Background: an optimization exercise with open tools, aiming at small area, a short achievable clock period and few clock cycles per item. Do not read the settings as production practice.
The RTL was checked by simulation tests, not by an equivalence proof against the original design.
No activity file was given, so power comes from the tool's default toggle rates.

== alpha ==
Design moving_baseline_spike_detector, start of the top module:
module moving_baseline_spike_detector #(
    parameter int WINDOW     = 8,
    parameter int DAY_LENGTH = 1440
) (
    input  logic                             i_clk,
    input  logic                             i_rst_n,
    input  logic                             i_valid,
    output logic                             o_ready,
    input  logic [mbsd_pkg::COUNT_W-1:0]     i_error_count,
    input  logic                             i_start_of_day,
    output logic                             o_valid,
    input  logic                             i_ready,
    output logic                             o_decision_valid,
    output logic                             o_anomaly,
    output logic [mbsd_pkg::MINUTE_W-1:0]    o_minute_index,
    output logic [mbsd_pkg::BASE_W-1:0]      o_baseline_sum,
    output logic [mbsd_pkg::TOTAL_W-1:0]     o_anomaly_total,
    input  logic                             i_cfg_valid,
    output logic                             o_cfg_ready,
    input  logic [mbsd_pkg::CFG_IDX_W-1:0]   i_cfg_index,
    input  logic [mbsd_pkg::CFG_W-1:0]       i_cfg_data
);
    localparam int COUNT_W = mbsd_pkg::COUNT_W;
    localparam int TOTAL_W = mbsd_pkg::TOTAL_W;
    localparam int SUM_W   = 19;
    localparam int MC_W    = 11;
    logic [15:0] r_thr;
    logic [23:0] r_mult_digits;
    logic [7:0]  r_mult_one;
    logic [7:0]  r_mult_two;
    logic [7:0]  r_mult_neg;
    assign {r_mult_one, r_mult_two, r_mult_neg} = r_mult_digits;
    function automatic logic [23:0] booth_digits(input logic [15:0] m);
        logic [16:0] mx;
        logic [7:0]  one;
        logic [7:0]  two;
        logic [7:0]  neg;
        mx = {m, 1'b0};
        for (int i = 0; i < 8; i++) begin
            one[i] = mx[2*i+1] ^ mx[2*i];
            two[i] = (mx[2*i+2] & ~mx[2*i+1] & ~mx[2*i]) | (~mx[2*i+2] & mx[2*i+1] & mx[2*i]);
            neg[i] = mx[2*i+2];
        end
        booth_digits = {one, two, neg};
    endfunction
    localparam logic [23:0] MULT_RST_DIGITS = booth_digits(mbsd_pkg::SPIKE_MULT_RST);
    logic               r_fresh;
  ...
==> flow/config.mk <==
export PLATFORM = sky130hd
export DESIGN_NAME = moving_baseline_spike_detector
export DESIGN_NICKNAME = moving_baseline_spike_detector
export VERILOG_FILES = /design/flow/design.v
export SDC_FILE = /design/flow/constraint.sdc
export NUM_CORES = 4
export LEC_CHECK = 0
export ABC_AREA = 1
export CAP_MARGIN = 20
export CORE_MARGIN = 2
export CORE_UTILIZATION = 55
export CTS_CLUSTER_DIAMETER = 80
export CTS_CLUSTER_SIZE = 24
export PLACE_DENSITY = 0.88
export SETUP_SLACK_MARGIN = 5
export SLEW_MARGIN = 20
==> flow/constraint.sdc <==
create_clock -name core_clock -period 10.0 [get_ports {i_clk}]
set_input_delay 2.0000 -clock core_clock [delete_from_list [all_inputs] [get_ports {i_clk}]]
set_output_delay 2.0000 -clock core_clock [all_outputs]
set_load 0.01 [all_outputs]
standard.sh (not shown) runs the stock make flow with config.mk's settings and CLKGATE_MAP_FILE= SYNTH_SCRIPT=/design/flow/synth_recipe.tcl, a recipe that flattens the netlist after the stock synthesis.
==> flow/flow/run.sh <==
#!/bin/bash
# Standard ORFS layout (the standard.sh) with two changes to how the layout
# is made:
#  - timing repair aims for a larger setup-slack margin (flow/margin.txt), so it
#    keeps improving paths below the clock period;
#  - the port buffers that global placement inserts are plain buffers
#    (flow/port_buffer.txt) instead of the delay cell ORFS picks by default.
# The whole make output goes to make_flow.log; ORFS's per-step logs stay in
# orfs/logs.
set -euo pipefail
MARGIN=$(cat flow/margin.txt)
PORTBUF=$(cat flow/port_buffer.txt)
sed -e "s/SETUP_SLACK_MARGIN=[0-9.]*/SETUP_SLACK_MARGIN=${MARGIN}/" standard.sh > standard_margin.sh
grep -q "SETUP_SLACK_MARGIN=${MARGIN}" standard_margin.sh
bash standard_margin.sh "BUFFER_PORTS_ARGS=-buffer_cell ${PORTBUF}" finish > make_flow.log 2>&1
==> flow/flow/margin.txt <==
6.6
==> flow/flow/port_buffer.txt <==
sky130_fd_sc_hd__buf_2
alpha: no failed stages, no open violations at the end
Testbench counts of alpha, summed over its fixed seeds: cycles 23,064, items 23,040.
Changes in beta relative to alpha:
- PLACE_DENSITY removed (was 0.88)
Findings:
- Combined buffer and inverter count along the critical path, beta and alpha, higher one = alpha.
- Summary of beta over alpha: post-layout instance count excluding filler cells -0.66%, share of layout cells above drive strength 1 went down 1.0 points.
- Between beta and alpha, it is beta whose estimated wirelength of the detail-placed design is higher, by about 4%.
- A top layer reached by signal wires of met4 is what beta shows, while met5 belongs to alpha.
- alpha → beta: final critical-path required period shows a reduction of 0.27 ns; peak clock frequency supported by timing went up by 8.1%; layout buffer count excluding clock buffers -20; routed wirelength normalized by instance count dropped about 10%.
- Area: beta vs alpha -> beta smaller
- Of beta and alpha, alpha shows the higher arrival time reported for the critical path endpoint, with beta below it.

========
== run 1 ==
Starting RTL as in the previous note.
clock: 10.0 ns
lec_check: 0
abc_area: 1
cap_margin: 20
core_margin: 2
core_utilization: 55
cts_cluster_diameter: 80
cts_cluster_size: 24
place_density: 0.75
setup_slack_margin: 5
slew_margin: 20
Scripts as last shown in full above: flow/flow/run.sh, flow/flow/margin.txt, flow/flow/port_buffer.txt
Run 1: done, clean on timing, DRC and antenna
Testbench counts of run 1, summed over its fixed seeds: cycles 23,064, items 23,040.
Relative to run 1, the following input files were edited for run 2:
Settings: a deleted PLACE_DENSITY that had been 0.75; a change of CORE_UTILIZATION from 55 to 65.
--- outcome ---
Diff run 2..run 1 | post-CTS clock slew at the launch and capture registers of the worst setup and hold paths | negligible. Against run 1, run 2 comes in 1.8% higher on post-layout total power. A startpoint of the worst setup timing path of r_sum[17] is what run 1 shows, while r_mult_digits[10] belongs to run 2. Die extent in y in run 2 is about 8% below run 1. Route | run 2 vs run 1 | wire longer in run 2.
What run 3 does differently from run 2 at the input level:
Settings: swapping 65 for 55 in CORE_UTILIZATION; swapping 24 for 30 in CTS_CLUSTER_SIZE; swapping 80 for 90 in CTS_CLUSTER_DIAMETER.
## What came out
Run 3 went all the way through synthesis, placement and routing and the layout is clean on timing, DRC and antenna. Cell at the slowest stage of the critical path: sky130_fd_sc_hd__edfxtp_1 -> run 3, sky130_fd_sc_hd__fa_1 -> run 2. Clock period minus final worst setup slack | run 3 above run 2. Between run 3 and run 2, the flip-flop and latch area does not differ in any meaningful way. Run 2 → run 3: multi-input gate area in the final layout roughly the same; via count decreased 155. Run 2 -> run 3: non-clock buffer count decreased slightly.
Relative to run 3, the following input files were edited for run 4:
Settings: CTS_CLUSTER_SIZE changed from 30 to 24; CTS_CLUSTER_DIAMETER changed from 90 to 80.
==> flow/flow/margin.txt <==
6.7
[summary]
- In the tables for run 4 and run 3, total routed wirelength reads higher with run 4.
- Summary of the comparison: transition time at the pin with the least slew margin is lower in run 4, relative to run 3.
- Looking at final standard cell area without fillers across run 4 and run 3, the one that comes out higher is run 4.
- Cmp run 4 vs run 3: setup slack of the critical path after layout higher in run 4
- Minimum clock period after layout for run 4: 70 ps down relative to run 3
- Going from run 3 to run 4, total power grows by 4.4%.
- In run 4, the non-clock buffer count came out 38 above the value in run 3.
- Standby leakage power: run 4 worse than run 3

========
lane 1:
Starting RTL as in the previous note.
export LEC_CHECK = 0
export ABC_AREA = 1
export CAP_MARGIN = 20
export CORE_MARGIN = 2
export CORE_UTILIZATION = 65
export CTS_CLUSTER_DIAMETER = 80
export CTS_CLUSTER_SIZE = 24
export PLACE_DENSITY = 0.8
export SETUP_SLACK_MARGIN = 5
export SLEW_MARGIN = 20
create_clock -name core_clock -period 10.0 [get_ports {i_clk}]
==> flow/flow/margin.txt <==
6.6
Scripts as last shown in full above: flow/flow/run.sh, flow/flow/port_buffer.txt
Lane 1: all stages complete, timing, DRC and antenna checks passed
Testbench counts of lane 1, summed over its fixed seeds: cycles 23,064, items 23,040.
### lane 1 -> lane 2
Settings: swapping 65 for 55 in CORE_UTILIZATION; putting CTS_BUF_LIST at sky130_fd_sc_hd__clkbuf_16 sky130_fd_sc_hd__clkbuf_8 sky130_fd_sc_hd__clkbuf_4 where nothing was set; clearing PLACE_DENSITY, which used to be 0.8.
### Flow results
Against lane 1, lane 2 comes in 2.8% higher on design internal power. [lane 2 vs lane 1] share of power burned in the clock network: higher in lane 2. Going from lane 1 to lane 2, endpoint required time on the critical path grew by 0.03 ns, post-layout worst setup margin grew by 0.052 ns, power grew by 3.3%, detailed-router iteration count before antenna repair shrank by 5.
Setup changes, lane 2 to lane 3
Settings: removing CTS_CLUSTER_DIAMETER (formerly 80); removing CTS_CLUSTER_SIZE (formerly 24); removing CTS_BUF_LIST (formerly sky130_fd_sc_hd__clkbuf_16 sky130_fd_sc_hd__clkbuf_8 sky130_fd_sc_hd__clkbuf_4).
--- outcome ---
Against lane 2, the final cell area of lane 3 is higher. Higher count of buffer and inverter cells on the critical path was reported by lane 2, not lane 3. Clock transition at the registers of the reported paths, lane 2 and lane 3: higher on lane 2. Average routed wire per standard cell: lane 2 and lane 3 compared, lower one is lane 2. No stage failed in lane 3, and the final checks on the layout all came back clean. Lane 2 reached the end of the flow, and the finished layout is clean on the timing, DRC and antenna checks.
Input-level comparison between lane 4 and lane 3:
Settings: CTS_CLUSTER_SIZE: unset -> 24; CTS_CLUSTER_DIAMETER: unset -> 80.
==> flow/flow/margin.txt <==
6.5
==> comparison <==
| routing usage on met1 | lane 4 vs lane 3 | 0.42 points lower |. Relative to lane 3, critical-path maximum fanout has gone up in lane 4. The sum of buffers and inverters on the critical path reported for lane 4 is greater than that of lane 3 by 1.

## what the ideal ports hide
How much do the figures lean on ideal ports? The routed layouts below were timed once more, with nothing changed but the port constraints.
Step 1: set_driving_cell puts a clkbuf_16 on i_clk and a buf_2 on each other input, an assumption about the parent block.
Step 2 times the ports against the registers' clock, not the clock port: input delays grow and output delays shrink by t, the midpoint of the rising clock arrivals with the driver on.
Three values: ideal, step 1, step 2; two values: the first two.
run | shift t [ns] | slack for setup (ns) | slew at the worst register clock pin (ns)
alpha | 0.635 | 6.390 / 6.390 / 6.065 | 0.11 / 0.11
beta | 0.643 | 6.661 / 6.661 / 6.072 | 0.10 / 0.10
run 1 | 0.609 | 6.665 / 6.665 / 6.188 | 0.10 / 0.10
run 2 | 0.600 | 6.661 / 6.661 / 6.130 | 0.10 / 0.10
run 3 | 0.607 | 6.606 / 6.606 / 6.147 | 0.11 / 0.11
run 4 | 0.629 | 6.676 / 6.676 / 6.282 | 0.10 / 0.10
lane 1 | 0.615 | 6.607 / 6.607 / 6.123 | 0.10 / 0.10
lane 2 | 0.641 | 6.659 / 6.659 / 6.079 | 0.10 / 0.10
lane 3 | 0.633 | 6.581 / 6.581 / 6.072 | 0.06 / 0.06
lane 4 | 0.637 | 6.547 / 6.547 / 6.039 | 0.10 / 0.10
After both steps every run listed still meets setup and hold. For beta, which loses most, drivers alone change the setup slack by 0.000 ns; drivers and shift together by -0.589 ns.
